This design comes from an exercise in tuning for small area on the open sky130 flow, not from production work. Where RTL was checked, it was by simulation tests only, not by an equivalence proof against the original. Function not checked in runs 2 and 3: the RTL went through the layout flow alone. Power figures rest on the tool's default switching activity, not on a simulated workload.

==> flow/design.v <==
module bfly_ctrl (
    input  logic clk,
    input  logic rst,
    input  logic valid,
    output logic compute,
    output logic rotate
);
    localparam int BLOCK      = 2 * 8;
    localparam int IDX_W      = $clog2(BLOCK);
    localparam int TWID_START = 8 + 8 / 2;
    logic [IDX_W-1:0] idx;    
    logic             last;   
    logic             upper;  
    logic             twid;   
    assign last  = (idx == IDX_W'(BLOCK - 1));
    assign upper = (idx >= IDX_W'(8));
    assign twid  = (idx >= IDX_W'(TWID_START));
    always_ff @(posedge clk or negedge rst) begin
        if (!rst) begin
            idx <= '0;
        end else if (valid) begin
            if (last) begin
                idx <= '0;  
            end else begin
                idx <= idx + 1'b1;
            end
        end
    end
    assign compute = valid && upper;
    assign rotate  = twid;
endmodule
module bfly_addsub (
    input  logic                                clk,
    input  logic                                rst,
    input  logic                                valid,
    input  logic                                compute,
    input  logic                                rotate,
    input  logic [4*2*9-1:0]  din,
    output logic [4*2*10-1:0] pair_sum,   
    output logic [4*2*10-1:0] pair_diff,  
    output logic                                pair_rotate,  
    output logic                                pair_valid    
);
    localparam int IW = 9;
    localparam int OW = 10;
    localparam int VW = 4 * 2 * IW;
    logic [VW-1:0]                      dly [0:8-1];  
    logic [VW-1:0]                      oldest;
    logic [4*2*OW-1:0]         sum_d;
    logic [4*2*OW-1:0]         diff_d;
    logic [4*2*OW-1:0]         sum_q;
    logic [4*2*OW-1:0]         diff_q;
    logic                               rot_q;
    logic                               vld_q;
    assign oldest = dly[8-1];
    always_ff @(posedge clk or negedge rst) begin
        if (!rst) begin
            for (int i = 0; i < 8; i++) begin
                dly[i] <= '0;
            end
        end else if (valid) begin
            dly[0] <= din;  
            for (int i = 1; i < 8; i++) begin
                dly[i] <= dly[i-1];
            end
        end
    end
    always_comb begin
        for (int l = 0; l < 4; l++) begin
            sum_d[l*2*OW+OW +: OW]  = OW'($signed(oldest[l*2*IW+IW +: IW])) + OW'($signed(din[l*2*IW+IW +: IW]));
            diff_d[l*2*OW+OW +: OW] = OW'($signed(oldest[l*2*IW+IW +: IW])) - OW'($signed(din[l*2*IW+IW +: IW]));
            sum_d[l*2*OW +: OW]     = OW'($signed(oldest[l*2*IW +: IW])) + OW'($signed(din[l*2*IW +: IW]));
            diff_d[l*2*OW +: OW]    = OW'($signed(oldest[l*2*IW +: IW])) - OW'($signed(din[l*2*IW +: IW]));
        end
    end
    always_ff @(posedge clk) begin
        if (compute) begin
            sum_q  <= sum_d;
            diff_q <= diff_d;
        end
    end
    always_ff @(posedge clk or negedge rst) begin
        if (!rst) begin
            vld_q <= 1'b0;
            rot_q <= 1'b0;
        end else begin
            vld_q <= compute;
            rot_q <= rotate;
        end
    end
    assign pair_sum    = sum_q;
    assign pair_diff   = diff_q;
    assign pair_rotate = rot_q;
    assign pair_valid  = vld_q;
endmodule
module bfly_rotate (
    input  logic                                clk,
    input  logic                                rst,
    input  logic [4*2*10-1:0] pair_sum,
    input  logic [4*2*10-1:0] pair_diff,
    input  logic                                pair_rotate,
    input  logic                                pair_valid,
    output logic [4*2*10-1:0] bfly_p,
    output logic [4*2*10-1:0] bfly_n,
    output logic                                out_valid
);
    localparam int OW = 10;
    logic [4*2*OW-1:0] n_d;
    always_comb begin
        for (int l = 0; l < 4; l++) begin
            if (pair_rotate) begin
                n_d[l*2*OW+OW +: OW] = pair_diff[l*2*OW +: OW];
                n_d[l*2*OW +: OW]    = -pair_diff[l*2*OW+OW +: OW];
            end else begin
                n_d[l*2*OW +: 2*OW]  = pair_diff[l*2*OW +: 2*OW];
            end
        end
    end
    always_ff @(posedge clk or negedge rst) begin
        if (!rst) begin
            bfly_p    <= '0;
            bfly_n    <= '0;
            out_valid <= 1'b0;
        end else begin
            out_valid <= pair_valid;  
            if (pair_valid) begin
                bfly_p <= pair_sum;
                bfly_n <= n_d;
            end
        end
    end
endmodule
module fft_stage0 (
    input  logic                                clk,
    input  logic                                rst,
    input  logic                                valid,
    input  logic [4*2*9-1:0]  din,
    output logic [4*2*10-1:0] bfly_p,
    output logic [4*2*10-1:0] bfly_n,
    output logic                                out_valid
);
    logic                                compute;
    logic                                rotate;
    logic [4*2*10-1:0] pair_sum;
    logic [4*2*10-1:0] pair_diff;
    logic                                pair_rotate;
    logic                                pair_valid;
    bfly_ctrl i_ctrl (
        .clk     (clk),
        .rst     (rst),
        .valid   (valid),
        .compute (compute),
        .rotate  (rotate)
    );
    bfly_addsub i_addsub (
        .clk         (clk),
        .rst         (rst),
        .valid       (valid),
        .compute     (compute),
        .rotate      (rotate),
        .din         (din),
        .pair_sum    (pair_sum),
        .pair_diff   (pair_diff),
        .pair_rotate (pair_rotate),
        .pair_valid  (pair_valid)
    );
    bfly_rotate i_rotate (
        .clk         (clk),
        .rst         (rst),
        .pair_sum    (pair_sum),
        .pair_diff   (pair_diff),
        .pair_rotate (pair_rotate),
        .pair_valid  (pair_valid),
        .bfly_p      (bfly_p),
        .bfly_n      (bfly_n),
        .out_valid   (out_valid)
    );
endmodule
==> flow/run.sh <==
#!/bin/bash
# synth_recipe.tcl (not shown) runs the flow's synth.tcl, then flattens the netlist and writes it again
# the make line also repeats each setting of config.mk as NAME=value (left out here)
make -C /OpenROAD-flow-scripts/flow DESIGN_CONFIG=/design/flow/config.mk WORK_HOME=/design/flow/orfs CLKGATE_MAP_FILE= SYNTH_SCRIPT=/design/flow/synth_recipe.tcl finish
==> flow/config.mk <==
export PLATFORM = sky130hd
export DESIGN_NAME = fft_stage0
export DESIGN_NICKNAME = fft_stage0
export VERILOG_FILES = /design/flow/design.v
export SDC_FILE = /design/flow/constraint.sdc
export NUM_CORES = 4
export LEC_CHECK = 0
export CAP_MARGIN = 20
export CORE_MARGIN = 2
export CORE_UTILIZATION = 40
export SLEW_MARGIN = 20
==> flow/constraint.sdc <==
create_clock -name core_clock -period 3.2 [get_ports {clk}]
set_input_delay 0.6400 -clock core_clock [delete_from_list [all_inputs] [get_ports {clk}]]
set_output_delay 0.6400 -clock core_clock [all_outputs]
set_load 0.01 [all_outputs]
==> run summary, run 1 <==
* Result of the run: no timing/DRC/antenna violations
- Together, buffers and inverters on the worst path number 2.
- Layout cell share with drive strength beyond 1: 27.4%
- The worst hold path belongs to the class in -> reg.
- Setup skew after layout: 0.0175 ns
- Fin nets: 3364
- In this run the most critical hold path is launched from valid.
* Number of primary I/O pins: 236
- Fill cells in the final layout number 8534.
- On the critical path the largest part of the delay comes from compound AO/OA/AOI/OAI gates.
- The count of nets left with antenna violations once routing finished came out at 0.
* Die Height: 318 um
* Fin. Hold Viols: 0
* Category of the worst setup path capture point: register
* Power per cell area: 914 nW/um^2
- Once layout is complete, the utilization of the core stands at 47.6%.
- The worst setup path is of the in -> reg kind.
- Arrival @ worst endpoint: 2.92 ns
* # clock sinks: 895
* Yosys warnings: 4
* Count of unresolved DRC violations after routing: 0
* Minimum setup slack in the final design: 0.685 ns
- Wire length of the first global-routing pass: 131000 um
- The clock passes through at most 3 buffers.
- Horizontal extent of the die: 318 um
* Area of the die: 101000 sq um
* Fraction of the yosys area taken by sequential cells: 58.6%
* Count of flip-flops with a built-in enable after synthesis: 152
- A synthesized cell averages 13.7 sq um.
* Slowest stage cell on the critical path: sky130_fd_sc_hd__clkdlybuf4s50_1
- After routing, the total negative slack on setup checks comes to 0 ns.
* Number of register bits inferred by synthesis: 895
- Critical path startpoint: din[9]
- The HPWL after detailed placement is 55000 um.
- STA classifies the critical path startpoint as a primary input.
- Number of standard-cell rows in the floorplan: 115
* Port buffer count: 235
- Data required time at the worst endpoint: 3.61 ns
- Routed wire length: 79500 um
- The first routing iteration left 1200 violations.
* Clock slew at reported path FFs: 0.06 ns
- Effective utilization at floorplan: 40.3%
* Overall track demand over capacity in global routing: 16.0%
- Antenna violations before repair: 1
* Setup Viol. Count Final: 0
* H-tree Lvls: 3
* CTS Root Buffer Type: sky130_fd_sc_hd__clkbuf_16
* Max-slew violations: 0
- TritonCTS built the clock tree.
- Worst vdd ir: 0.480 mV
- Worst rel slew slack: 48.8%
* Part of the cycle the worst path needs: 78.6%
* Primary flip-flop cell chosen by synthesis mapping: sky130_fd_sc_hd__dfrtp_1
- Number of buffers created by CTS: 96
- Worst Path Max Fanout: 3
- The pre-antenna-repair detailed-routing pass consisted of 5 iterations.
* FMAX: 398 MHz
- Setup repair after global routing left no endpoint under its margin.
* Clock latency reported for the late side of the worst-skew pair: 0.67 ns
- Synthesized netlist net count: 3122
* Leakage power of the design: 19.5 nW
- In this run the cell area of the synthesized design comes to 39500 sq um.
* Synth-to-Final Area Change: 18.1%
* Reg2reg start: i_addsub.dly[7][9]$_DFFE_PN0P_
- Total gr overflow: 0
- Post-detailed-route wirelength per cell: 17.7 um
- Entering global routing, the biggest net connects 146 pins.
- Antenna fix cells: 0
* Dpl ws: 0.0348 ns
- For the pin with the worst max-slew slack, the measured transition is 0.768 ns.
- The netlist uses 62 different library cells.
- Power comes to 42.7 mW.
* Crit path cell chain: clkdlybuf4s50_1, ha_1, inv_1, fa_1, a21oi_1, o221ai_1, or3_1, a31oi_1, xnor2_1
- Synthesis handed over a netlist of 2881 instances.
- Counting I/O delays and the setup requirement, the final critical path takes 2.51 ns.
* Number of global-route vias before repair: 23900
* Biggest area consumer among synthesized cells: sky130_fd_sc_hd__dfrtp_1
- Sorting the synthesized cells by area gives the leading types as sky130_fd_sc_hd__dfrtp_1, sky130_fd_sc_hd__mux2_2, sky130_fd_sc_hd__edfxtp_1.
- The total area inside the core boundary comes to 98100 sq um.
- Summing over every cut layer, the via total after detailed routing is 22200.
- The congestion estimate from routability-driven global placement came to 0.844.
* Vias per cell: 4.95
* Number of maximum-capacitance constraint violations: 0
- The largest single stage delay on the critical path is 0.54 ns.
- Counting flops with an async set or reset pin after synthesis yields a share of 83.0%.
- The share of synthesized area in the top cell type comes to 47.0%.
worst reg2reg max path, delay by kind of cell (launching register included):
kind                     cells  cell delay [ns]
buffers and inverters        2             0.14
AND/OR/NAND/NOR              1             0.32
flip-flops                   1             0.38
adder cells (fa/ha/maj)      2             0.58
XOR/XNOR                     1             0.08
AO/OA/AOI/OAI                3             0.67
final cells by class:
| cell class | count | area [sq um] | area share (%) |
|---|---|---|---|
| clock buffers | 128 | 2630 | 5.64 |
| clock inverters | 53 | 622 | 1.33 |
| multi-input cells | 1691 | 15100 | 32.4 |
| well taps | 1287 | 1610 | 3.45 |
| flip-flops and latches | 895 | 23200 | 49.6 |
| repair buffers | 279 | 2910 | 6.23 |
| inverters | 160 | 601 | 1.29 |
report_power, final:
group / total, mW / switching [mW] / internal, mW / leakage [nW]
sequential: 18.1 / 2.29 / 15.8 / 10.1
clock: 11.4 / 4.63 / 6.78 / 1.59
combinational: 13.2 / 6.35 / 6.85 / 7.74
logic make-up after synthesis:
family,after synthesis,share of synthesized area [%]
DFF,895,58.6
muxes,725,20.4
and+or+nand+nor,362,4.34
AOI/OAI and AO/OA,300,4.97
buffers and inverters,295,3.08
adders and majority gates,166,5.56
xor gates and xnor gates,138,3.06
repair_timing:
action                    4_1_cts  5_1_grt
hold buffers                    1        0
gates resized for setup         0        0
setup buffers                   0        0
hold endpoints to repair       35        0
registers in the layout, indices dropped and copies added (netlist names), 4 cells and up:
signal           count
i_rotate.bfly_n     80
i_rotate.bfly_p     80
i_ctrl.idx           4
i_addsub.diff_q     80
i_addsub.sum_q      72
i_addsub.dly       576
per-layer routing:
layer	part of all wire (%)	GRT usage [%]	wire [um]	up-vias
li1	-	-	-	10600
met1	45	21.2	36200	11200
met2	47	26.0	37600	369
met3	5.5	3.94	4340	110
met4	1.9	4.49	1480	2
met5	0.016	0	13	-
stage by stage:
step,hold WS [ns],cell area (sq um),instances
6_report,0.477,46700,4493
5_1_grt,0.482,46700,4493
4_1_cts,0.435,46700,4493
3_5_place_dp,0.466,43400,4311
3_3_place_gp,0.463,43400,4311
2_1_floorplan,0.344,39500,2881
synthesized netlist by cell type, drive strengths merged, types with 5 or more instances:
cell type / n
a2111oi: 10
a21o: 10
a21oi: 125
a31oi: 13
buf: 100
clkbuf: 35
dfrtp: 743
edfxtp: 152
fa: 16
ha: 150
inv: 160
mux2: 644
mux2i: 81
nand2: 34
nand2b: 13
nand3: 22
nor2: 187
nor2b: 39
nor3: 23
o2111ai: 6
o211ai: 6
o21a: 14
o21ai: 50
o21bai: 15
o221ai: 8
o22ai: 8
o31a: 5
o41ai: 9
or2: 10
or3: 8
xnor2: 93
xor2: 45
cells in the final DEF, fill, tap and decap left out, types with 13 or more instances in the layout:
cell type,instances
sky130_fd_sc_hd__dfrtp_1,741
sky130_fd_sc_hd__clkdlybuf4s50_1,233
sky130_fd_sc_hd__xor2_1,45
sky130_fd_sc_hd__nor3_1,23
sky130_fd_sc_hd__nand2b_1,13
sky130_fd_sc_hd__o21a_1,14
sky130_fd_sc_hd__nand2_1,34
sky130_fd_sc_hd__inv_1,156
sky130_fd_sc_hd__ha_1,150
sky130_fd_sc_hd__buf_4,26
sky130_fd_sc_hd__o21ai_0,47
sky130_fd_sc_hd__clkinv_2,18
sky130_fd_sc_hd__clkbuf_16,97
sky130_fd_sc_hd__xnor2_1,93
sky130_fd_sc_hd__a31oi_1,13
sky130_fd_sc_hd__a21oi_1,123
sky130_fd_sc_hd__nand3_1,22
sky130_fd_sc_hd__mux2i_1,81
sky130_fd_sc_hd__nor2b_1,39
sky130_fd_sc_hd__fa_1,16
sky130_fd_sc_hd__buf_12,17
sky130_fd_sc_hd__nor2_1,187
sky130_fd_sc_hd__o21bai_1,15
sky130_fd_sc_hd__edfxtp_1,152
sky130_fd_sc_hd__mux2_2,644
sky130_fd_sc_hd__clkbuf_1,22
worst paths after layout:
kind / to / depth (start not counted) / slack (ns)
max: i_addsub.diff_q[18]$_DFFE_PP_ / 9 / 0.69
min: i_addsub.dly[0][53]$_DFFE_PN0P_ / 2 / 0.48
max reg2reg: i_addsub.diff_q[18]$_DFFE_PP_ / 9 / 0.77
min reg2reg: i_rotate.bfly_p[47]$_DFFE_PN0P_ / 1 / 0.48
max in group asynchronous: i_addsub.dly[2][17]$_DFFE_PN0P_ / 4 / 1.64
min in group asynchronous: i_addsub.dly[5][7]$_DFFE_PN0P_ / 2 / 0.50
==> inputs of run 2 (changes only) <==
==> flow/design.v (replaced) <==
module bfly_ctrl (
    input  logic clk,
    input  logic rst,
    input  logic valid,
    output logic compute,  
    output logic rotate    
);
    localparam int BLOCK = 2 * 8;
    localparam int IDX_W = $clog2(BLOCK);
    logic [IDX_W-1:0] idx;
    always_ff @(posedge clk or negedge rst) begin
        if (!rst) begin
            idx <= '0;
        end else if (valid) begin
            idx <= idx + 1'b1;
        end
    end
    assign compute = valid && idx[IDX_W-1];
    assign rotate  = idx[IDX_W-1] && idx[IDX_W-2];
endmodule
module bfly_addsub (
    input  logic                               clk,
    input  logic                               rst,
    input  logic                               valid,
    input  logic [4*2*9-1:0] din,
    output logic [4*2*9-1:0] pair_a,  
    output logic [4*2*9-1:0] pair_b   
);
    localparam int VW = 4 * 2 * 9;
    logic [VW-1:0] cur;                   
    logic [VW-1:0] dly [1:8];    
    logic [VW-1:0] old_q;
    logic          shift;                 
    logic          hold;                  
    always_ff @(posedge clk or negedge rst) begin
        if (!rst) begin
            shift <= 1'b0;
            hold  <= 1'b1;
        end else begin
            shift <= valid;
            hold  <= !valid;
        end
    end
    always_ff @(posedge clk) begin
        cur   <= din;
        old_q <= dly[8];
    end
    always_ff @(posedge clk) begin
        dly[1] <= ({VW{shift}} & cur) | ({VW{hold}} & dly[1]);
        for (int i = 2; i <= 8; i++) begin
            dly[i] <= ({VW{shift}} & dly[i-1]) | ({VW{hold}} & dly[i]);
        end
    end
    assign pair_a = old_q;
    assign pair_b = dly[1];
endmodule
module bfly_rotate (
    input  logic                                a_rot,  
    input  logic [4*2*9-1:0]  pair_a,
    input  logic [4*2*9-1:0]  pair_b,
    output logic [4*2*10-1:0] bfly_p,
    output logic [4*2*10-1:0] bfly_n
);
    localparam int IW = 9;
    localparam int OW = 10;
    for (genvar l = 0; l < 4; l++) begin : g_lane
        logic [OW-1:0] are, aim, bre, bim, d1, d2;
        logic [OW:0]   d1w;
        assign are = OW'($signed(pair_a[l*2*IW+IW +: IW]));
        assign aim = OW'($signed(pair_a[l*2*IW    +: IW]));
        assign bre = OW'($signed(pair_b[l*2*IW+IW +: IW]));
        assign bim = OW'($signed(pair_b[l*2*IW    +: IW]));
        assign d1w = {are, 1'b1} + {~bre, !a_rot};
        assign d1  = d1w[OW:1];
        assign d2  = aim - bim;
        assign bfly_p[l*2*OW+OW +: OW] = are + bre;
        assign bfly_p[l*2*OW    +: OW] = aim + bim;
        assign bfly_n[l*2*OW+OW +: OW] = a_rot ? d2  : d1;
        assign bfly_n[l*2*OW    +: OW] = a_rot ? ~d1 : d2;
    end
endmodule
module fft_stage0 (
    input  logic                                clk,
    input  logic                                rst,
    input  logic                                valid,
    input  logic [4*2*9-1:0]  din,
    output logic [4*2*10-1:0] bfly_p,
    output logic [4*2*10-1:0] bfly_n,
    output logic                                out_valid
);
    logic                               compute;
    logic                               rotate;
    logic                               cmp_q;   
    logic                               rot_q;
    logic                               rot_qq;
    logic [4*2*9-1:0] pair_a;
    logic [4*2*9-1:0] pair_b;
    bfly_ctrl i_ctrl (
        .clk     (clk),
        .rst     (rst),
        .valid   (valid),
        .compute (compute),
        .rotate  (rotate)
    );
    bfly_addsub i_addsub (
        .clk    (clk),
        .rst    (rst),
        .valid  (valid),
        .din    (din),
        .pair_a (pair_a),
        .pair_b (pair_b)
    );
    always_ff @(posedge clk or negedge rst) begin
        if (!rst) begin
            cmp_q     <= 1'b0;
            out_valid <= 1'b0;
        end else begin
            cmp_q     <= compute;
            out_valid <= cmp_q;  
        end
    end
    always_ff @(posedge clk) begin
        rot_q  <= rotate;
        rot_qq <= rot_q;
    end
    bfly_rotate i_rotate (
        .a_rot  (rot_qq),
        .pair_a (pair_a),
        .pair_b (pair_b),
        .bfly_p (bfly_p),
        .bfly_n (bfly_n)
    );
endmodule
==> run summary, run 2 <==
- Area of the die: 69900 sq um
- The worst setup path is of the reg -> out kind.
* Post-synthesis compound-gate area fraction: 24.2%
- In this run the remaining antenna-violating nets after routing total 0.
- Number of maximum-capacitance constraint violations: 0
- For this run, the total global-route usage over all layers was measured as 17.4%.
- Longest individual stage delay on the worst path: 0.36 ns
* Layout cell share with drive strength beyond 1: 28.4%
- Half-perimeter wire length of the detailed placement result: 41700 um
- The run finished, with violations left.
- Placed Area: 31400 sq um
- Setup repair after global routing could not meet its margin everywhere.
- Yosys top cell area share: 53.3%
- Of the total power, the clock network draws 30.9%.
- Part of the cycle the worst path needs: 107%
- Fill cell instance count of the final layout: 5610
- Routed wire length: 63700 um
- Category of the worst setup path capture point: output pin
- Synthesis instantiated 52 different standard cells from the library.
- Power share of the combinational group: 32.2%
* Worst vdd ir: 0.443 mV
- A synthesized cell averages 11.4 sq um.
* Count of unresolved DRC violations after routing: 0
- The final max-slew violation count was 0.
* H-tree Lvls: 3
- For this design the ratio of total power to cell area is 830 nW/um^2.
* Critical path startpoint: i_addsub.dly[1][45]$_DFF_P_
- Effective utilization at floorplan: 40.4%
* Most common cell after layout, fill and taps aside: sky130_fd_sc_hd__dfxtp_1
- Counting flops with a built-in enable in the synthesized netlist gives 0.
- Port buffer count: 235
- Final weighted congestion of routability-driven global placement: 0.830
- For the pin with the worst max-slew slack, the measured transition is 0.630 ns.
* Total negative setup slack: -6.74 ns
- Post-detailed-route wirelength per cell: 17.1 um
- After synthesis, the share of flip-flops with an asynchronous set or reset is 1.10%.
- Layout check failures: negative setup slack
- The worst hold path belongs to the class in -> async.
- Most frequent cell after synthesis: sky130_fd_sc_hd__dfxtp_1
* Synthesized-area fraction occupied by xor and xnor cells: 3.97%
- Most flop-heavy register: i_addsub.dly
- The share of the Yosys chip area taken by registers is 54.0%.
* Kind of launch point of the worst setup path: register
- Clock tree synthesis inserted a total of 79 buffers.
- The startpoint identified for the worst register-to-register timing path is i_addsub.hold$_DFF_PN1_.
- From synthesis to final layout, the design area changed by 34.4%.
- Summing over every cut layer, the via total after detailed routing is 19100.
* Vias per cell: 5.12
- CTS Root Buffer Type: sky130_fd_sc_hd__clkbuf_16
* FMAX: 291 MHz
- Number of buffers on the longest clock path: 3
- Number of primary I/O pins: 236
- The number of endpoints with negative hold slack in the final report is 0.
- Yosys warnings: 4
- Hold repair after CTS inserted 0 buffers.
- The slowest stage of the critical path is the sky130_fd_sc_hd__dfxtp_4 cell.
* Biggest area consumer among synthesized cells: sky130_fd_sc_hd__dfxtp_1
- Among all flip-flop cells after synthesis, the most frequent one is sky130_fd_sc_hd__dfxtp_1.
- Switching power share of the total: 30.3%
- Number of global-route vias before repair: 19000
- The number of antenna violations at the first check in global routing came to 2.
- Share of synthesized cell area in full adder, half adder and majority cells: 7.58%
* Die Height: 264 um
- Area fraction in and, or, nand and nor cells after synthesis: 3.36%
- # clock sinks: 730
- Cell Int Power: 21.1 mW
* Pre-Repair DR Iteration Count: 5
- Worst rel slew slack: 57.7%
* Cell area after layout: 36400 sq um
- Total gr overflow: 0
- Commonest cells after routing, fill and taps aside: sky130_fd_sc_hd__dfxtp_1, sky130_fd_sc_hd__a22o_1, sky130_fd_sc_hd__buf_4
* Fin nets: 3026
- Net switching power figure: 9.18 mW
* Number of flip-flops in the largest register: 576
- Summing all multi-input logic gate instances after layout gives 13000 sq um.
* Worst Path Max Fanout: 4
* Horizontal extent of the die: 264 um
- At the worst endpoint, the required time is 2.56 ns.
- The cell count after synthesis came out at 2377.
- For the worst setup path, the data arrival time is 2.80 ns.
- By area, the combinational part of the netlist is dominated by compound AO/OA/AOI/OAI gates.
* Synthesized netlist net count: 2609
- Registers with the most flip-flops: i_addsub.dly x576, i_addsub.cur x72, i_addsub.old_q x72
- The smallest clock period supported by the final layout is computed as 3.44 ns.
- Maximum number of pins on one net before global-route repair: 127
* Minimum setup slack in the final design: -0.238 ns
- Number of standard-cell rows in the floorplan: 95
- By area the synthesized netlist is led by sky130_fd_sc_hd__dfxtp_1, sky130_fd_sc_hd__a22o_1, sky130_fd_sc_hd__ha_1.
- The commonest cells after synthesis are sky130_fd_sc_hd__dfxtp_1, sky130_fd_sc_hd__a22o_1, sky130_fd_sc_hd__clkbuf_1.
- For the final database, setup skew stands at 0.0210 ns.
- Area of the placeable core: 67200 sq um
* Crit path cell chain: inv_4, ha_4, nor2b_4, o31a_1, buf_6, o211a_1, a211oi_2, buf_4, xnor2_2, mux2i_1, buf_2
* Number of register bits inferred by synthesis: 730
- After the first detailed-routing iteration, the DRC count stood at 939.
- Share of cell area taken by muxes after synthesis: 2.33%
- Sequential standard cell area: 14700 sq um
- Leakage power of the design: 16.0 nW
- For the worst-skew pair, the clock arrives at the later sink with an insertion delay of 0.61 ns.
- After clock tree synthesis, the clock-pin slew on the worst setup and hold paths is 0.06 ns.
- Of the total power, registers draw 37.0%.
- The cell area that synthesis handed to floorplanning was 27100 sq um.
* Clock tree from TritonCTS: yes
- Setup violations remaining at the end of the flow were counted as 55.
- The first global-routing pass estimated 100000 um of wire.
run 2: changes by cell type after synthesis, sizes merged, moves of 11 or more:
cell / previous run / this run
edfxtp: 152 / 0
nor2b: 39 / 17
nor2: 187 / 71
dfxtp: 0 / 722
a22o: 0 / 576
dfrtp: 743 / 7
buf: 100 / 20
mux2i: 81 / 43
inv: 160 / 149
a21oi: 125 / 51
clkbuf: 35 / 150
mux2: 644 / 18
run 2: power by group through the flow:
stage                     Clock [mW]  Sequential [mW]  Combinational [mW]
after floorplan                    0             11.1                4.67
after global placement             0             11.3                8.69
after detailed placement           0             11.3                8.79
after CTS                       9.60             11.2                9.25
after global routing            9.95             11.3                10.5
final                           9.34             11.2                9.73
run 2: stage by stage:
step | std cells | hold slack (ns) | util [%] | total power, mW | setup slack [ns]
finish | 3730 | 0.328 | 54.3 | 30.3 | -0.238
global route | 3729 | 0.331 | 54.3 | 31.8 | -0.398
CTS | 3698 | 0.294 | 52.9 | 30.0 | -0.371
detailed placement | 3498 | 0.325 | 46.8 | 20.1 | -0.179
global placement | 3498 | 0.315 | 46.8 | 20.0 | -0.0844
floorplan | 2377 | 0.310 | - | 15.7 | 0.522
run 2: final timing paths:
path	depth (start not counted)	slack [ns]	to
worst max-delay path	11	-0.24	bfly_n[45]
worst max register to register	2	1.39	i_addsub.dly[1][38]$_DFF_P_
min in group core_clock	0	0.34	rot_qq$_DFF_P_
worst min-delay path	1	0.33	i_addsub.shift$_DFF_PN0_
worst min register to register	0	0.34	rot_qq$_DFF_P_
max in group asynchronous	1	2.56	i_addsub.hold$_DFF_PN1_
run 2: repair_timing:
| action | CTS | global route |
|---|---|---|
| resized for setup | 703 | 165 |
| pin swaps | 142 | 131 |
| setup endpoints to repair | 128 | 98 |
| setup buffers | 67 | 42 |
| gates cloned | 0 | 0 |
run 2: layout make-up:
cell class	instances	area share [%]
Clock buffer	112	6.32
Inverter	149	1.62
Tap cell	873	3.00
Timing Repair Buffer	506	11.8
Antenna cell	1	0.00687
Clock inverter	31	1.09
Sequential cell	730	40.4
Multi-Input combinational cell	1328	35.7
run 2: routing by layer:
layer	share of wire [%]	up-vias	track usage, %
li1	-	9466	-
met1	49	9237	24.1
met2	46	328	28.1
met3	3.9	79	2.78
met4	1.8	0	5.22
met5	0	-	0
run 2: critical path: cells and delay by family (launching register included):
kind            cells  cell delay [ns]
compound gates      3             0.78
xor+xnor            1             0.06
fa+ha+maj           1             0.21
buf+inv             4             0.51
flops               1             0.36
mux                 1             0.16
simple gates        1             0.13
run 2: cell families after synthesis:
family	after synthesis
mux	61
flops	730
fa+ha+maj	157
xor+xnor	123
compound gates	797
simple gates	190
buf+inv	319
==> inputs of run 3 (changes only) <==
--- a/flow/design.v
+++ b/flow/design.v
@@ -30,5 +30,4 @@
     logic [VW-1:0] cur;                   
     logic [VW-1:0] dly [1:8];    
-    logic [VW-1:0] old_q;
     logic          shift;                 
     logic          hold;                  
@@ -43,6 +42,5 @@
     end
     always_ff @(posedge clk) begin
-        cur   <= din;
-        old_q <= dly[8];
+        cur <= din;
     end
     always_ff @(posedge clk) begin
@@ -52,9 +50,10 @@
         end
     end
-    assign pair_a = old_q;
-    assign pair_b = dly[1];
+    assign pair_a = dly[8];
+    assign pair_b = cur;
 endmodule
 module bfly_rotate (
-    input  logic                                a_rot,  
+    input  logic                                clk,
+    input  logic                                rot,    
     input  logic [4*2*9-1:0]  pair_a,
     input  logic [4*2*9-1:0]  pair_b,
@@ -64,4 +63,5 @@
     localparam int IW = 9;
     localparam int OW = 10;
+    logic [4*2*OW-1:0] p_d, n_d;
     for (genvar l = 0; l < 4; l++) begin : g_lane
         logic [OW-1:0] are, aim, bre, bim, d1, d2;
@@ -71,11 +71,15 @@
         assign bre = OW'($signed(pair_b[l*2*IW+IW +: IW]));
         assign bim = OW'($signed(pair_b[l*2*IW    +: IW]));
-        assign d1w = {are, 1'b1} + {~bre, !a_rot};
+        assign d1w = {are, 1'b1} + {~bre, !rot};
         assign d1  = d1w[OW:1];
         assign d2  = aim - bim;
-        assign bfly_p[l*2*OW+OW +: OW] = are + bre;
-        assign bfly_p[l*2*OW    +: OW] = aim + bim;
-        assign bfly_n[l*2*OW+OW +: OW] = a_rot ? d2  : d1;
-        assign bfly_n[l*2*OW    +: OW] = a_rot ? ~d1 : d2;
+        assign p_d[l*2*OW+OW +: OW] = are + bre;
+        assign p_d[l*2*OW    +: OW] = aim + bim;
+        assign n_d[l*2*OW+OW +: OW] = rot ? d2  : d1;
+        assign n_d[l*2*OW    +: OW] = rot ? ~d1 : d2;
+    end
+    always_ff @(posedge clk) begin
+        bfly_p <= p_d;
+        bfly_n <= n_d;
     end
 endmodule
@@ -93,5 +97,4 @@
     logic                               cmp_q;   
     logic                               rot_q;
-    logic                               rot_qq;
     logic [4*2*9-1:0] pair_a;
     logic [4*2*9-1:0] pair_b;
@@ -121,9 +124,9 @@
     end
     always_ff @(posedge clk) begin
-        rot_q  <= rotate;
-        rot_qq <= rot_q;
+        rot_q <= rotate;
     end
     bfly_rotate i_rotate (
-        .a_rot  (rot_qq),
+        .clk    (clk),
+        .rot    (rot_q),
         .pair_a (pair_a),
         .pair_b (pair_b),
==> run summary, run 3 <==
* Result of the run: no timing/DRC/antenna violations
- Number of global-route vias before repair: 18800
- Routed wire length: 63000 um
* Category of the worst setup path capture point: register
- For this run, the total global-route usage over all layers was measured as 16.7%.
- Detailed routing inserted a total of 19000 vias.
- Worst Hold Slack: 0.296 ns
* Kind of launch point of the worst setup path: register
- In this run the register-to-register setup slack is 0.80 ns.
- Post-detailed-route wirelength per cell: 17.0 um
- Horizontal extent of the die: 273 um
- Leakage power of the design: 15.1 nW
* Number of buffers on the longest clock path: 3
- Worst vdd ir: 0.582 mV
- The smallest clock period supported by the final layout is computed as 2.40 ns.
* Layout cell share with drive strength beyond 1: 7.64%
- Commonest cells after routing, fill and taps aside: sky130_fd_sc_hd__dfxtp_1, sky130_fd_sc_hd__a22o_1, sky130_fd_sc_hd__clkdlybuf4s50_1
* Reg2reg start: i_addsub.cur[9]$_DFF_P_
* Number of flip-flops in the largest register: 576
- At the pin with the least slew margin, the transition time is 0.908 ns.
- The tree is rooted in a sky130_fd_sc_hd__clkbuf_16.
* Cell area after layout: 35100 sq um
- Registers with the most flip-flops: i_addsub.dly x576, i_rotate.bfly_n x80, i_rotate.bfly_p x80
* Sequential power share: 43.9%
- At the worst endpoint, the required time is 3.76 ns.
* Power per cell area: 873 nW/um^2
* Setup Viol. Count Final: 0
* Synthesized netlist net count: 2725
- The H-tree generated during clock tree synthesis spans 3 levels.
* Synthesized instance count: 2493
- For the worst-skew pair, the clock arrives at the later sink with an insertion delay of 0.62 ns.
- Synth-to-Final Area Change: 21.3%
- Dividing the detail-routed via count by the number of cells gives 5.13.
- Die Height: 273 um
- In this run, synthesis produced a sequential element count of 817.
- The final max-slew violation count was 0.
- Detailed placement ended at an HPWL of 42600 um.
- The net count of the finished layout is 2911.
* Power share of the combinational group: 23.0%
- # clock sinks: 817
* Cell Int Power: 22.1 mW
- By area the synthesized netlist is led by sky130_fd_sc_hd__dfxtp_1, sky130_fd_sc_hd__a22o_1, sky130_fd_sc_hd__ha_1.
- FMAX: 417 MHz
* Number of primary I/O pins: 236
- Primary flip-flop cell chosen by synthesis mapping: sky130_fd_sc_hd__dfxtp_1
- Antenna fix cells: 0
* Type of the most critical hold path: in -> async
- The floorplan step defined a core boundary enclosing 71500 sq um.
* Number of buffers created by CTS: 85
- Number of buffers inserted by post-CTS setup repair: 0
- Capturing point of the worst reg2reg path: i_rotate.bfly_n[7]$_DFF_P_
* Effective utilization at floorplan: 40.5%
- After layout, the worst path uses 74.9% of the clock period.
- After synthesis, the largest area contributor takes up 56.0% of total cell area.
* Most common library cells after synthesis: sky130_fd_sc_hd__dfxtp_1, sky130_fd_sc_hd__a22o_1, sky130_fd_sc_hd__inv_1
* Wire length of the first global-routing pass: 101000 um
- Most frequent cell after synthesis: sky130_fd_sc_hd__dfxtp_1
* Clock slew at reported path FFs: 0.06 ns
- Power share of the clock group: 33.2%
- Routed Antenna Nets: 0
- Number of cells traversed by the worst register-to-register path: 8
* Final weighted congestion of routability-driven global placement: 0.870
- Maximum number of pins on one net before global-route repair: 118
* Arrival @ worst endpoint: 2.95 ns
* Most common cell after layout, fill and taps aside: sky130_fd_sc_hd__dfxtp_1
- Summed over all instances, the cell type with the most area after synthesis is sky130_fd_sc_hd__dfxtp_1.
- Number of maximum-capacitance constraint violations: 0
* Post-synthesis cell type count: 60
- The setup path with the least slack is of type reg -> reg.
- Antenna violations before repair: 1
- TritonCTS built the clock tree.
* Port buffer count: 235
* Fraction of the yosys area taken by sequential cells: 56.7%
- Yosys warnings: 5
* Placed Area: 32200 sq um
* Net switching power figure: 8.53 mW
- The first detailed-routing pass took 6 iterations.
- Count of unresolved DRC violations after routing: 0
- Async set-or-reset flop fraction in the synthesized netlist: 0.979%
* Setup repair after global routing missed its margin: no
- Fin. Hold Viols: 0
- Total standard cell area after synthesis: 28900 sq um
- Drt first-iter violations: 1123
- Number of standard-cell rows in the floorplan: 98
* Worst rel slew slack: 39.4%
- In this run, synthesis inferred 0 flip-flops with an integrated enable.
- Overall Power: 30.6 mW
- Area of the die: 74500 sq um
- Setup skew after layout: 0.0195 ns
- After detailed placement, the design holds a cell count of 3542.
- Mean cell area of the mapped netlist: 11.6 sq um
- Total negative setup slack: 0 ns
- Worst Path Max Fanout: 5
- Ranked by flip-flop count, first place goes to i_addsub.dly.
* Final Instance Count excl. Fillers: 3699
* Post-CTS Hold Fix Bufs: 0
- Net switching is 27.9% of the power.
* Total of cells resized after clock tree synthesis: 0
- Total gr overflow: 0
[run 3: how the worst max path moves through the flow]
stage / from / endpoint / cells after the start
global route: i_addsub.cur[9]$_DFF_P_ / i_rotate.bfly_n[17]$_DFF_P_ / 8
floorplan: i_addsub.cur[56]$_DFF_P_ / i_rotate.bfly_n[68]$_DFF_P_ / 9
CTS: i_rotate.bfly_n[48]$_DFF_P_ / bfly_n[48] / 1
detailed placement: i_addsub.cur[45]$_DFF_P_ / i_rotate.bfly_n[58]$_DFF_P_ / 8
global placement: i_addsub.cur[45]$_DFF_P_ / i_rotate.bfly_n[58]$_DFF_P_ / 8
finish: i_addsub.cur[9]$_DFF_P_ / i_rotate.bfly_n[7]$_DFF_P_ / 8
[run 3: routing by layer]
metal | vias to the layer above | wire length, um | part of all wire (%) | track usage [%]
met5 | - | 0 | 0 | 0
met4 | 0 | 1300 | 2.1 | 5.36
met3 | 83 | 2760 | 4.4 | 3.17
met2 | 347 | 28600 | 45 | 26.5
met1 | 9163 | 30400 | 48 | 22.8
li1 | 9373 | - | - | -
[run 3: layout make-up]
type / count / area, sq um
flip-flops and latches: 817 / 16400
multi-input cells: 1347 / 11300
fillers: 6272 / 36400
inverters: 163 / 612
well taps: 950 / 1190
clock buffers: 122 / 2480
repair buffers: 265 / 2680
clock inverters: 35 / 448
[run 3: critical path: stages (launching register included)]
cell	delay, ns
sky130_fd_sc_hd__dfxtp_1	0.35
sky130_fd_sc_hd__inv_1	0.05
sky130_fd_sc_hd__ha_1	0.37
sky130_fd_sc_hd__nor2b_1	0.23
sky130_fd_sc_hd__nor2_1	0.19
sky130_fd_sc_hd__o221a_4	0.25
sky130_fd_sc_hd__nor2_1	0.05
sky130_fd_sc_hd__o41ai_1	0.58
sky130_fd_sc_hd__mux2_2	0.27
[run 3: stage by stage]
stage | setup WS, ns | utilization, %
6_report | 0.803 | 49.1
5_1_grt | 0.615 | 49.1
4_1_cts | 0.758 | 49.1
3_5_place_dp | 0.824 | 45.0
3_3_place_gp | 0.899 | 45.0
2_1_floorplan | 1.13 | -
[run 3: power by group through the flow]
| stage | clock network (mW) | logic (mW) | registers, mW |
|---|---|---|---|
| CTS | 10.4 | 7.12 | 13.5 |
| global route | 10.9 | 7.64 | 13.7 |
| global placement | 0 | 6.97 | 13.6 |
| floorplan | 0 | 3.62 | 13.6 |
| detailed placement | 0 | 7.06 | 13.6 |
| finish | 10.2 | 7.03 | 13.4 |
[run 3: kinds of logic after synthesis]
group	Yosys count	share of synthesized area [%]
AND/OR/NAND/NOR	202	3.41
adder cells (fa/ha/maj)	157	7.10
multiplexers	47	1.72
buffers and inverters	329	4.35
XOR/XNOR	108	3.27
AO/OA/AOI/OAI	833	23.5
flip-flops	817	56.7
==> inputs of run 4 (changes only) <==
--- a/flow/design.v
+++ b/flow/design.v
@@ -30,4 +30,5 @@
     logic [VW-1:0] cur;                   
     logic [VW-1:0] dly [1:8];    
+    logic [VW-1:0] old_q;
     logic          shift;                 
     logic          hold;                  
@@ -42,5 +43,6 @@
     end
     always_ff @(posedge clk) begin
-        cur <= din;
+        cur   <= din;
+        old_q <= dly[8];
     end
     always_ff @(posedge clk) begin
@@ -50,10 +52,9 @@
         end
     end
-    assign pair_a = dly[8];
-    assign pair_b = cur;
+    assign pair_a = old_q;
+    assign pair_b = dly[1];
 endmodule
 module bfly_rotate (
-    input  logic                                clk,
-    input  logic                                rot,    
+    input  logic                                a_rot,  
     input  logic [4*2*9-1:0]  pair_a,
     input  logic [4*2*9-1:0]  pair_b,
@@ -63,23 +64,33 @@
     localparam int IW = 9;
     localparam int OW = 10;
-    logic [4*2*OW-1:0] p_d, n_d;
     for (genvar l = 0; l < 4; l++) begin : g_lane
-        logic [OW-1:0] are, aim, bre, bim, d1, d2;
-        logic [OW:0]   d1w;
+        logic [OW-1:0] are, aim, bre, bim, d1, d2, pre, pim;
         assign are = OW'($signed(pair_a[l*2*IW+IW +: IW]));
         assign aim = OW'($signed(pair_a[l*2*IW    +: IW]));
         assign bre = OW'($signed(pair_b[l*2*IW+IW +: IW]));
         assign bim = OW'($signed(pair_b[l*2*IW    +: IW]));
-        assign d1w = {are, 1'b1} + {~bre, !rot};
-        assign d1  = d1w[OW:1];
-        assign d2  = aim - bim;
-        assign p_d[l*2*OW+OW +: OW] = are + bre;
-        assign p_d[l*2*OW    +: OW] = aim + bim;
-        assign n_d[l*2*OW+OW +: OW] = rot ? d2  : d1;
-        assign n_d[l*2*OW    +: OW] = rot ? ~d1 : d2;
+        rca #(.W(OW)) i_pre (.x(are), .y(bre),  .ci(1'b0),   .s(pre));
+        rca #(.W(OW)) i_pim (.x(aim), .y(bim),  .ci(1'b0),   .s(pim));
+        rca #(.W(OW)) i_d1  (.x(are), .y(~bre), .ci(!a_rot), .s(d1));
+        rca #(.W(OW)) i_d2  (.x(aim), .y(~bim), .ci(1'b1),   .s(d2));
+        assign bfly_p[l*2*OW+OW +: OW] = pre;
+        assign bfly_p[l*2*OW    +: OW] = pim;
+        assign bfly_n[l*2*OW+OW +: OW] = a_rot ? d2  : d1;
+        assign bfly_n[l*2*OW    +: OW] = a_rot ? ~d1 : d2;
     end
-    always_ff @(posedge clk) begin
-        bfly_p <= p_d;
-        bfly_n <= n_d;
+endmodule
+module rca #(
+    parameter int W = 10
+) (
+    input  logic [W-1:0] x,
+    input  logic [W-1:0] y,
+    input  logic         ci,
+    output logic [W-1:0] s
+);
+    logic [W:0] c;
+    assign c[0] = ci;
+    for (genvar i = 0; i < W; i++) begin : g_bit
+        assign s[i]   = x[i] ^ y[i] ^ c[i];
+        assign c[i+1] = (x[i] & y[i]) | (c[i] & (x[i] ^ y[i]));
     end
 endmodule
@@ -97,4 +108,5 @@
     logic                               cmp_q;   
     logic                               rot_q;
+    logic                               rot_qq;
     logic [4*2*9-1:0] pair_a;
     logic [4*2*9-1:0] pair_b;
@@ -124,9 +136,9 @@
     end
     always_ff @(posedge clk) begin
-        rot_q <= rotate;
+        rot_q  <= rotate;
+        rot_qq <= rot_q;
     end
     bfly_rotate i_rotate (
-        .clk    (clk),
-        .rot    (rot_q),
+        .a_rot  (rot_qq),
         .pair_a (pair_a),
         .pair_b (pair_b),
==> run summary, run 4 <==
- Arrival @ worst endpoint: 4.64 ns
- Cell area after layout: 31900 sq um
* Capturing point of the worst reg2reg path: i_addsub.dly[6][12]$_DFF_P_
- Traced cell by cell, the critical path runs through inv_2, ha_4, a21o_1, fa_2, fa_2, fa_2, fa_2, fa_2, fa_2, inv_2, fa_2, inv_2, fa_2, nor2_2, a21oi_2, buf_2.
* Kind of launch point of the worst setup path: register
* Most common cell after layout, fill and taps aside: sky130_fd_sc_hd__dfxtp_1
- Horizontal extent of the die: 255 um
- A synthesized cell averages 13.4 sq um.
- In this run the worst path has a maximum fanout of 2.
* Number of maximum-capacitance constraint violations: 0
- The layer flagged by global routing as most heavily used is met2.
- Synthesized instance count: 1879
- Async set-or-reset flop fraction in the synthesized netlist: 1.10%
- Setup violations remaining at the end of the flow were counted as 109.
- 236 I/O pins were placed.
* Leakage power of the design: 13.5 nW
- Dividing total power by cell area gives a power density of 858 nW/um^2.
- In the global route stage, met2 resource usage came out at 25.2%.
- Final weighted congestion of routability-driven global placement: 0.795
- Overall track demand over capacity in global routing: 16.3%
* Commonest cells after routing, fill and taps aside: sky130_fd_sc_hd__dfxtp_1, sky130_fd_sc_hd__a22o_1, sky130_fd_sc_hd__buf_4
* Register-to-register setup slack: 1.33 ns
- Relative to the synthesized area, the layout overhead comes to 26.5%.
- Yosys mapped a number of flops with a built-in enable equal to 0.
- Entering global routing, the biggest net connects 79 pins.
- Power share of the clock group: 31.8%
- Vias per cell: 4.96
* Max-slew violations: 0
* Fill cell instance count of the final layout: 5361
- The number of endpoints with negative hold slack in the final report came to 0.
* Via count: 15400
- Setup repair after global routing could not meet its margin everywhere.
- Clock tree from TritonCTS: yes
* Overall Power: 27.3 mW
- Synthesized netlist net count: 2107
- Total standard cell area after synthesis: 25200 sq um
* Count of unresolved DRC violations after routing: 0
- At the pin with the least slew margin, the transition time is 0.913 ns.
- From bottom edge to top edge, the die measures 255 um.
- Drt first-iter violations: 842
* Switching power share of the total: 29.1%
- The worst register-to-register path begins at i_addsub.hold$_DFF_PN1_.
- Number of standard-cell rows in the floorplan: 91
- By area the synthesized netlist is led by sky130_fd_sc_hd__dfxtp_1, sky130_fd_sc_hd__a22o_1, sky130_fd_sc_hd__fa_1.
- For this run, the slowest stage of the critical path takes 0.56 ns.
- Routed Antenna Nets: 0
* Category of the worst setup path capture point: output pin
- Power share of the combinational group: 27.2%
* Cell Int Power: 19.4 mW
* Fraction of the yosys area taken by sequential cells: 58.2%
- For this run, the post-layout net count is 2435.
- Dividing the detail-routed wire length by the instance count gives 17.3 um.
* Clock latency reported for the late side of the worst-skew pair: 0.61 ns
- The final critical path takes up 165% of the cycle.
- Measured in cells, the most critical reg-to-reg path has a length of 2.
- Most flop-heavy register: i_addsub.dly
- Number of buffers created by CTS: 77
- Cell type with the highest occurrence count on the critical path: sky130_fd_sc_hd__fa_2
- Number of global-route vias before repair: 15500
* Number of buffers on the longest clock path: 3
* Worst rel slew slack: 39.1%
- Core Util, Final: 51.4%
- Antenna fix cells: 0
- Post-CTS Hold Fix Bufs: 0
- Hold is met by 0.309 ns.
- For this run the aggregate overflow at the end of global routing stands at 0.
- Area of the die: 65000 sq um
- Across the VDD grid, the largest voltage drop is 0.502 mV.
- Primary flip-flop cell chosen by synthesis mapping: sky130_fd_sc_hd__dfxtp_1
- Final critical-path required period: 5.28 ns
- Number of flip-flops in the largest register: 576
- After synthesis, the netlist uses 23 different library cells.
- FMAX: 189 MHz
- Antenna violations before repair: 3
- The first detailed-routing pass took 4 iterations.
* # clock sinks: 730
- Synthesis inferred 730 register bits.
* Most common library cells after synthesis: sky130_fd_sc_hd__dfxtp_1, sky130_fd_sc_hd__a22o_1, sky130_fd_sc_hd__inv_1
- Global routing consumed, on the met3 layer, 4.61% of the routing resources.
- The floorplan step defined a core boundary enclosing 61900 sq um.
- Summed over all nets, the switching power comes to 7.97 mW.
- Type of the most critical hold path: in -> async
- Yosys warnings: 4
- Layout check failures: negative setup slack
- Once the floorplan was initialized, standard cells occupied 40.7% of the core.
- Yosys top cell area share: 57.4%
- The H-tree generated during clock tree synthesis spans 3 levels.
- Port buffer count: 235
- Registers with the most flip-flops: i_addsub.dly x576, i_addsub.cur x72, i_addsub.old_q x72
* Placed Area: 29100 sq um
- In the final layout, the share of cells above drive strength 1 is 28.0%.
* Crit Path Class: reg -> out
- Met1 routing resource usage after global routing: 22.1%
- After legalization and detailed placement, the total HPWL measured 35300 um.
* Result of the run: failed layout checks
- In this run, flip-flops and latches consume 41.0% of the power.
* Biggest area consumer among synthesized cells: sky130_fd_sc_hd__dfxtp_1
- Clock slew at reported path FFs: 0.06 ns
- Setup skew after layout: 0.0213 ns
- CTS Root Buffer Type: sky130_fd_sc_hd__clkbuf_16
- After detailed routing, the total wire length is 53600 um.
* Minimum setup slack in the final design: -2.08 ns
* Wire length of the first global-routing pass: 84200 um
- STA puts the critical path data required time at 2.56 ns.
- Most frequent cell after synthesis: sky130_fd_sc_hd__dfxtp_1
- Slowest stage cell on the critical path: sky130_fd_sc_hd__fa_2
-- run 4: cell count changes in the layout (fill, tap and decap cells not counted), moves of 56 or more --
cell                              change
sky130_fd_sc_hd__fa_2               +117
sky130_fd_sc_hd__buf_2               +59
sky130_fd_sc_hd__dfxtp_1            -102
sky130_fd_sc_hd__clkdlybuf4s50_1    -137
sky130_fd_sc_hd__ha_1               -141
sky130_fd_sc_hd__a21oi_1             -65
sky130_fd_sc_hd__xnor2_1             -80
sky130_fd_sc_hd__buf_6               +76
sky130_fd_sc_hd__nor2_1              -56
sky130_fd_sc_hd__buf_4               +99
-- run 4: what timing repair did --
item,in CTS,in global routing
setup buffers,9,12
gates cloned,0,1
endpoints found under the setup margin,142,128
pin swaps,23,16
resized for setup,644,41
-- run 4: power groups by stage --
| stage | registers, mW | logic, mW | clock network, mW |
|---|---|---|---|
| floorplan | 11.2 | 4.09 | 0 |
| global placement | 11.3 | 7.49 | 0 |
| detailed placement | 11.4 | 7.54 | 0 |
| CTS | 11.2 | 7.34 | 8.94 |
| global route | 11.4 | 8.09 | 9.30 |
| finish | 11.2 | 7.43 | 8.69 |
-- run 4: cells by family (layout without fill, tap and decap cells) --
group / Yosys count / in the layout / synth area share [%]
compound gates: 616 / 616 / 20.9
fa+ha+maj: 153 / 153 / 11.7
mux: 45 / 45 / 1.81
flops: 730 / 730 / 58.2
xor+xnor: 3 / 3 / 0.104
buf+inv: 292 / 678 / 6.74
simple gates: 40 / 40 / 0.646
-- run 4: through the flow --
| step | cells | setup TNS (ns) | worst slack, ns |
|---|---|---|---|
| finish | 3102 | -124.54 | -2.08 |
| global route | 3102 | -138.32 | -2.26 |
| CTS | 3092 | -132.57 | -2.19 |
| detailed placement | 2946 | -110.47 | -1.99 |
| global placement | 2946 | -107.21 | -1.94 |
| floorplan | 1879 | -47.92 | -1.19 |
-- run 4: final cells by class --
| class | instances | area, sq um | share of cell area, % |
|---|---|---|---|
| tap | 837 | 1050 | 3.29 |
| sequential | 730 | 14700 | 46.1 |
| clock inverter | 24 | 250 | 0.786 |
| multi-input combinational | 857 | 9480 | 29.7 |
| clock buffer | 113 | 2230 | 7.01 |
| inverter | 151 | 567 | 1.78 |
| timing repair buffer | 390 | 3590 | 11.3 |
-- run 4: routing by layer --
metal / wire length [um] / vias up
met5: 35 / -
li1: - / 7374
met2: 24100 / 292
met3: 3190 / 85
met1: 25100 / 7623
met4: 1230 / 6
-- run 4: worst max-delay path by stage --
| stage | startpoint | to | slack [ns] | cells after the start |
|---|---|---|---|---|
| 4_1_cts | i_addsub.old_q[0]$_DFF_P_ | bfly_n[8] | -2.19 | 15 |
| 3_3_place_gp | i_addsub.old_q[0]$_DFF_P_ | bfly_n[8] | -1.94 | 14 |
| 5_1_grt | i_addsub.dly[1][9]$_DFF_P_ | bfly_n[18] | -2.26 | 16 |
| 3_5_place_dp | i_addsub.old_q[18]$_DFF_P_ | bfly_n[28] | -1.99 | 14 |
| 6_report | i_addsub.dly[1][9]$_DFF_P_ | bfly_n[18] | -2.08 | 16 |
| 2_1_floorplan | i_addsub.dly[1][27]$_DFF_P_ | bfly_n[38] | -1.19 | 15 |
-- run 4: critical path: cells and delay by family (launching register included) --
kind | cells | cell delay, ns
buffers and inverters | 4 | 0.29
and+or+nand+nor | 1 | 0.04
adders and majority gates | 9 | 3.09
AOI/OAI and AO/OA | 2 | 0.28
DFF | 1 | 0.34
==> inputs of run 5 (changes only) <==
==> flow/design.v (replaced) <==
module bfly_ctrl (
    input  logic clk,
    input  logic rst,
    input  logic valid,
    output logic compute,  
    output logic rotate    
);
    localparam int BLOCK = 2 * 8;
    localparam int IDX_W = $clog2(BLOCK);
    logic [IDX_W-1:0] idx;
    always_ff @(posedge clk or negedge rst) begin
        if (!rst) begin
            idx <= '0;
        end else if (valid) begin
            idx <= idx + 1'b1;
        end
    end
    assign compute = valid && idx[IDX_W-1];
    assign rotate  = idx[IDX_W-1] && idx[IDX_W-2];
endmodule
module bfly_addsub (
    input  logic                                clk,
    input  logic                                rst,
    input  logic                                valid,
    input  logic                                compute,  
    input  logic                                rotate,   
    input  logic [4*2*9-1:0]  din,
    output logic [4*2*10-1:0] bfly_p,
    output logic [4*2*10-1:0] bfly_n
);
    localparam int IW = 9;
    localparam int OW = 10;
    localparam int VW = 4 * 2 * IW;
    localparam int RW = 4 * 2 * 2 * OW;  
    localparam int KW = 2 * OW - IW;               
    logic [VW-1:0] cur;                   
    logic [VW-1:0] dly [1:8];    
    logic          fill_q;                
    logic          cmp_q;                 
    logic          hold_q;                
    logic          rot_q;
    always_ff @(posedge clk or negedge rst) begin
        if (!rst) begin
            fill_q <= 1'b0;
            cmp_q  <= 1'b0;
            hold_q <= 1'b1;
        end else begin
            fill_q <= valid && !compute;
            cmp_q  <= compute;
            hold_q <= !valid;
        end
    end
    always_ff @(posedge clk) begin
        cur   <= din;
        rot_q <= rotate;
    end
    logic [4*2*OW-1:0] p_d, n_d;
    for (genvar l = 0; l < 4; l++) begin : g_lane
        logic [OW-1:0] are, aim, bre, bim, d1, d2;
        logic [OW:0]   d1w;
        assign are = OW'($signed(dly[8][l*2*IW+IW +: IW]));
        assign aim = OW'($signed(dly[8][l*2*IW    +: IW]));
        assign bre = OW'($signed(cur[l*2*IW+IW +: IW]));
        assign bim = OW'($signed(cur[l*2*IW    +: IW]));
        assign d1w = {are, 1'b1} + {~bre, !rot_q};
        assign d1  = d1w[OW:1];
        assign d2  = aim - bim;
        assign p_d[l*2*OW+OW +: OW] = are + bre;
        assign p_d[l*2*OW    +: OW] = aim + bim;
        assign n_d[l*2*OW+OW +: OW] = rot_q ? d2  : d1;
        assign n_d[l*2*OW    +: OW] = rot_q ? ~d1 : d2;
    end
    logic [VW-1:0]                   res_lo;
    logic [4*2*KW-1:0]      res_hi_d, res_q;
    for (genvar j = 0; j < 2 * 4; j++) begin : g_part
        logic [2*OW-1:0] r;
        assign r = {n_d[j*OW +: OW], p_d[j*OW +: OW]};
        assign res_lo[j*IW +: IW]   = r[IW-1:0];
        assign res_hi_d[j*KW +: KW] = r[2*OW-1:IW];
        assign {bfly_n[j*OW +: OW], bfly_p[j*OW +: OW]} = {res_q[j*KW +: KW], dly[1][j*IW +: IW]};
    end
    always_ff @(posedge clk) begin
        dly[1] <= ({VW{cmp_q}} & res_lo) | ({VW{fill_q}} & cur) | ({VW{hold_q}} & dly[1]);
        for (int i = 2; i <= 8; i++) begin
            dly[i] <= ({VW{fill_q | cmp_q}} & dly[i-1]) | ({VW{hold_q}} & dly[i]);
        end
    end
    always_ff @(posedge clk) begin
        res_q <= res_hi_d;
    end
endmodule
module fft_stage0 (
    input  logic                                clk,
    input  logic                                rst,
    input  logic                                valid,
    input  logic [4*2*9-1:0]  din,
    output logic [4*2*10-1:0] bfly_p,
    output logic [4*2*10-1:0] bfly_n,
    output logic                                out_valid
);
    logic compute;
    logic rotate;
    logic cmp_q;   
    bfly_ctrl i_ctrl (
        .clk     (clk),
        .rst     (rst),
        .valid   (valid),
        .compute (compute),
        .rotate  (rotate)
    );
    bfly_addsub i_addsub (
        .clk     (clk),
        .rst     (rst),
        .valid   (valid),
        .compute (compute),
        .rotate  (rotate),
        .din     (din),
        .bfly_p  (bfly_p),
        .bfly_n  (bfly_n)
    );
    always_ff @(posedge clk or negedge rst) begin
        if (!rst) begin
            cmp_q     <= 1'b0;
            out_valid <= 1'b0;
        end else begin
            cmp_q     <= compute;
            out_valid <= cmp_q;  
        end
    end
endmodule
==> run summary, run 5 <==
* Via count: 19700
* Main combinational cell family by area after synthesis: compound AO/OA/AOI/OAI gates
- Post-CTS repair changed the size of 0 cells.
- Post-Place Cells: 3572
- Placed Area: 31300 sq um
- For the pin with the worst max-slew slack, the measured transition is 0.902 ns.
- Fraction of the yosys area taken by sequential cells: 53.2%
- Worst Path Max Fanout: 6
* Number of global-route vias before repair: 19400
* Longest individual stage delay on the worst path: 0.39 ns
- Number of primary I/O pins: 236
- Once the clock tree was built, the setup fixing pass inserted 0 buffers.
- Area of the placeable core: 69800 sq um
- Setup repair after global routing missed its margin: no
* Setup skew after layout: 0.0178 ns
- Async set-or-reset flop fraction in the synthesized netlist: 1.07%
- Half-perimeter wire length of the detailed placement result: 43600 um
- After the last flow step, the layout net total stands at 2947.
* Synthesized netlist net count: 2793
- After clock tree synthesis, the clock-pin slew on the worst setup and hold paths is 0.06 ns.
- Effective utilization at floorplan: 40.3%
* Synthesized instance count: 2561
* Die Height: 269 um
* Port buffer count: 235
- Fill cell instance count of the final layout: 6185
- Number of buffers created by CTS: 81
- Summing the areas of all compound-gate instances in the mapped netlist gives 24.2% of the synthesized area.
- Maximum number of pins on one net before global-route repair: 81
- Total standard cell area after synthesis: 28100 sq um
- Cell family with the largest share of critical-path delay: compound AO/OA/AOI/OAI gates
* Worst rel slew slack: 39.8%
* H-tree Lvls: 3
- The final max-slew violation count was 0.
- Slowest stage cell on the critical path: sky130_fd_sc_hd__ha_1
- Result of the run: no timing/DRC/antenna violations
* Number of flip-flops in the largest register: 576
- After synthesis, the mean cell area works out to 11.0 sq um.
- Crit Path Class: reg -> reg
- Antenna violations before repair: 2
* Critical path startpoint: i_addsub.cur[45]$_DFF_P_
* Count of flip-flops with a built-in enable after synthesis: 0
* Post-CTS Hold Fix Bufs: 0
* CTS Root Buffer Type: sky130_fd_sc_hd__clkbuf_16
* Routed Antenna Nets: 0
* Yosys warnings: 4
- Yosys top cell area share: 52.5%
- The number of endpoints with negative hold slack in the final report came to 0.
* Cell area after layout: 34100 sq um
* Total negative setup slack: 0 ns
* Total gr overflow: 0
- The die is 269 um wide.
- Setup violations remaining at the end of the flow were counted as 0.
- Among the stages of the critical path, the cell type that occurs most often is sky130_fd_sc_hd__o21ai_0.
* Power per cell area: 1200 nW/um^2
- The area growth from synthesis to layout is 21.4%.
- Ranked by flip-flop count, first place goes to i_addsub.dly.
- Number of buffers on the longest clock path: 3
- Reg2reg start: i_addsub.cur[45]$_DFF_P_
- Most frequent cell after synthesis: sky130_fd_sc_hd__dfxtp_1
* Post-synthesis cell type count: 63
- The final critical path takes up 75.3% of the cycle.
- Registers with the most flip-flops: i_addsub.dly x576, i_addsub.res_q x88, i_addsub.cur x72
- Final weighted congestion of routability-driven global placement: 0.848
* Number of register bits inferred by synthesis: 745
* Wire length of the first global-routing pass: 105000 um
- Area of the die: 72400 sq um
* Sequential standard cell area: 15000 sq um
- Synthesized-area fraction occupied by xor and xnor cells: 2.99%
* Final critical-path required period: 2.41 ns
* Kind of launch point of the worst setup path: register
- Drt first-iter violations: 1281
- Leakage power of the design: 14.4 nW
- Number of standard-cell rows in the floorplan: 97
- Commonest cells after routing, fill and taps aside: sky130_fd_sc_hd__dfxtp_1, sky130_fd_sc_hd__a22o_1, sky130_fd_sc_hd__clkdlybuf4s50_1
- Of the cells placed in the final design, the portion with a size suffix greater than 1 is 6.89%.
* Routed wire length: 65500 um
- Data arrives at the worst endpoint at 2.91 ns.
- Final Instance Count excl. Fillers: 3716
- STA puts the critical path data required time at 3.70 ns.
- # clock sinks: 745
- Leading post-synthesis cells by cell area: sky130_fd_sc_hd__dfxtp_1, sky130_fd_sc_hd__a22o_1, sky130_fd_sc_hd__ha_1
- After detailed routing, the number of remaining DRC violations is 0.
- Type of the most critical hold path: in -> async
- FMAX: 415 MHz
* Number of maximum-capacitance constraint violations: 0
* Category of the worst setup path capture point: register
* Most common library cells after synthesis: sky130_fd_sc_hd__dfxtp_1, sky130_fd_sc_hd__a22o_1, sky130_fd_sc_hd__clkbuf_1
- Global routing used 17.9% of the available tracks.
- Traced cell by cell, the critical path runs through inv_1, ha_1, nor2b_1, o31a_1, o21ai_0, o21ai_1, o21ai_0, a21o_1.
- Clock tree from TritonCTS: yes
- Summing all multi-input logic gate instances after layout gives 11900 sq um.
- Most common cell after layout, fill and taps aside: sky130_fd_sc_hd__dfxtp_1
* Biggest area consumer among synthesized cells: sky130_fd_sc_hd__dfxtp_1
- Share of cell area taken by muxes after synthesis: 1.94%
- Of the total synthesized cell area, the portion taken by AND, OR, NAND and NOR gates is 5.82%.
- Clock latency on the worst-skew pair, taken at its later pin, is 0.61 ns.
- For this run, the leading register cell type out of synthesis is sky130_fd_sc_hd__dfxtp_1.
- Pre-Repair DR Iteration Count: 6
- Post-detailed-route wirelength per cell: 17.6 um
- Vias per cell: 5.31
* Worst vdd ir: 0.511 mV
- Number of buffer and inverter stages on the critical path: 1
- Of the total synthesized cell area, the portion taken by full adders, half adders and majority gates is 7.31%.
## run 5: cell count changes after synthesis, sizes merged, moves of 55 or more
cell    before  now
clkbuf       0  179
o21ai        6   86
nand2        7   62
xnor2        2   68
fa         136   12
a22o       576  516
buf        141   17
ha          17  145
## run 5: layer usage
layer	share of wire, %	vias to the layer above	track usage (%)
met1	47	9580	24.6
met2	46	377	28.5
met5	0.014	-	0
li1	-	9679	-
met3	4.9	107	3.26
met4	2.2	2	5.89
## run 5: logic make-up after synthesis
kind of cell / after synthesis
AOI/OAI and AO/OA: 862
xor gates and xnor gates: 96
adders and majority gates: 157
buffers and inverters: 334
DFF: 745
muxes: 52
and+or+nand+nor: 315
## run 5: metrics by stage
stage               util, %  power [mW]  hold slack (ns)  setup WS, ns
floorplan                 -        25.8            0.344         0.978
CTS                    48.9        41.4            0.318         0.797
detailed placement     44.9        31.4            0.454         0.814
global placement       44.9        31.1            0.451         0.848
global route           48.9        43.7            0.333         0.557
finish                 48.9        41.0            0.335         0.791
## run 5: cell type report
| type | instances | area share [%] |
|---|---|---|
| antenna | 2 | 0.0147 |
| clock buffer | 106 | 6.73 |
| clock inverter | 36 | 1.46 |
| inverter | 138 | 1.52 |
| multi-input combinational | 1482 | 34.8 |
| sequential | 745 | 43.9 |
| tap | 940 | 3.45 |
| timing repair buffer | 267 | 8.08 |
## run 5: worst register-to-register path, delay by kind of cell, from the launching register on
family	cells	cell delay [ns]
AO/OA/AOI/OAI	5	1.14
adder cells (fa/ha/maj)	1	0.39
flip-flops	1	0.36
AND/OR/NAND/NOR	1	0.35
buffers and inverters	1	0.06
## run 5: worst paths after layout
check / endpoint / depth (start not counted) / slack (ns)
worst max-delay path: i_addsub.res_q[65]$_DFF_P_ / 8 / 0.79
max in group asynchronous: i_addsub.fill_q$_DFF_PN0_ / 1 / 2.51
min in group core_clock: i_addsub.dly[7][50]$_DFF_P_ / 1 / 0.46
worst min register to register: i_addsub.dly[7][50]$_DFF_P_ / 1 / 0.46
worst min-delay path: out_valid$_DFF_PN0_ / 1 / 0.33
worst max register to register: i_addsub.res_q[65]$_DFF_P_ / 8 / 0.79
## run 5: where the power goes
group	switching (mW)	internal (mW)	leakage (nW)
sequential	2.97	13.7	6.22
clock	3.77	5.95	1.37
combinational	7.02	7.61	6.77

[what the ideal ports hide]
Ports are ideal in the flow. The routed layouts listed here were re-timed in OpenROAD. Step 1, drivers: a clkbuf_16 drives clk and a buf_2 each remaining input, both assumed. Step 2 moves the port delays by t, midway between the first and last clock arrival at a register: inputs arrive t later, outputs are due t later. That takes back most of the time a late clock gives input paths. a / b / c = ideal ports / drivers / drivers and shift; a / b = the first two.
| run | t (ns) | setup slack, ns | pins driven straight from the clock port |
|---|---|---|---|
| run 1 | 0.722 | 0.685 / 0.680 / -0.042 | 1 |
| run 2 | 0.656 | -0.238 / -0.298 / 0.358 | 1 |
| run 3 | 0.671 | 0.803 / 0.800 / 0.803 | 1 |
| run 4 | 0.659 | -2.077 / -2.138 / -1.479 | 1 |
| run 5 | 0.669 | 0.791 / 0.791 / 0.791 | 1 |
With both steps, setup timing fails in run 1, where it was met with ideal ports. The setup slack of run 1, which loses most, moves by -0.005 ns with the drivers and by -0.727 ns with both steps.
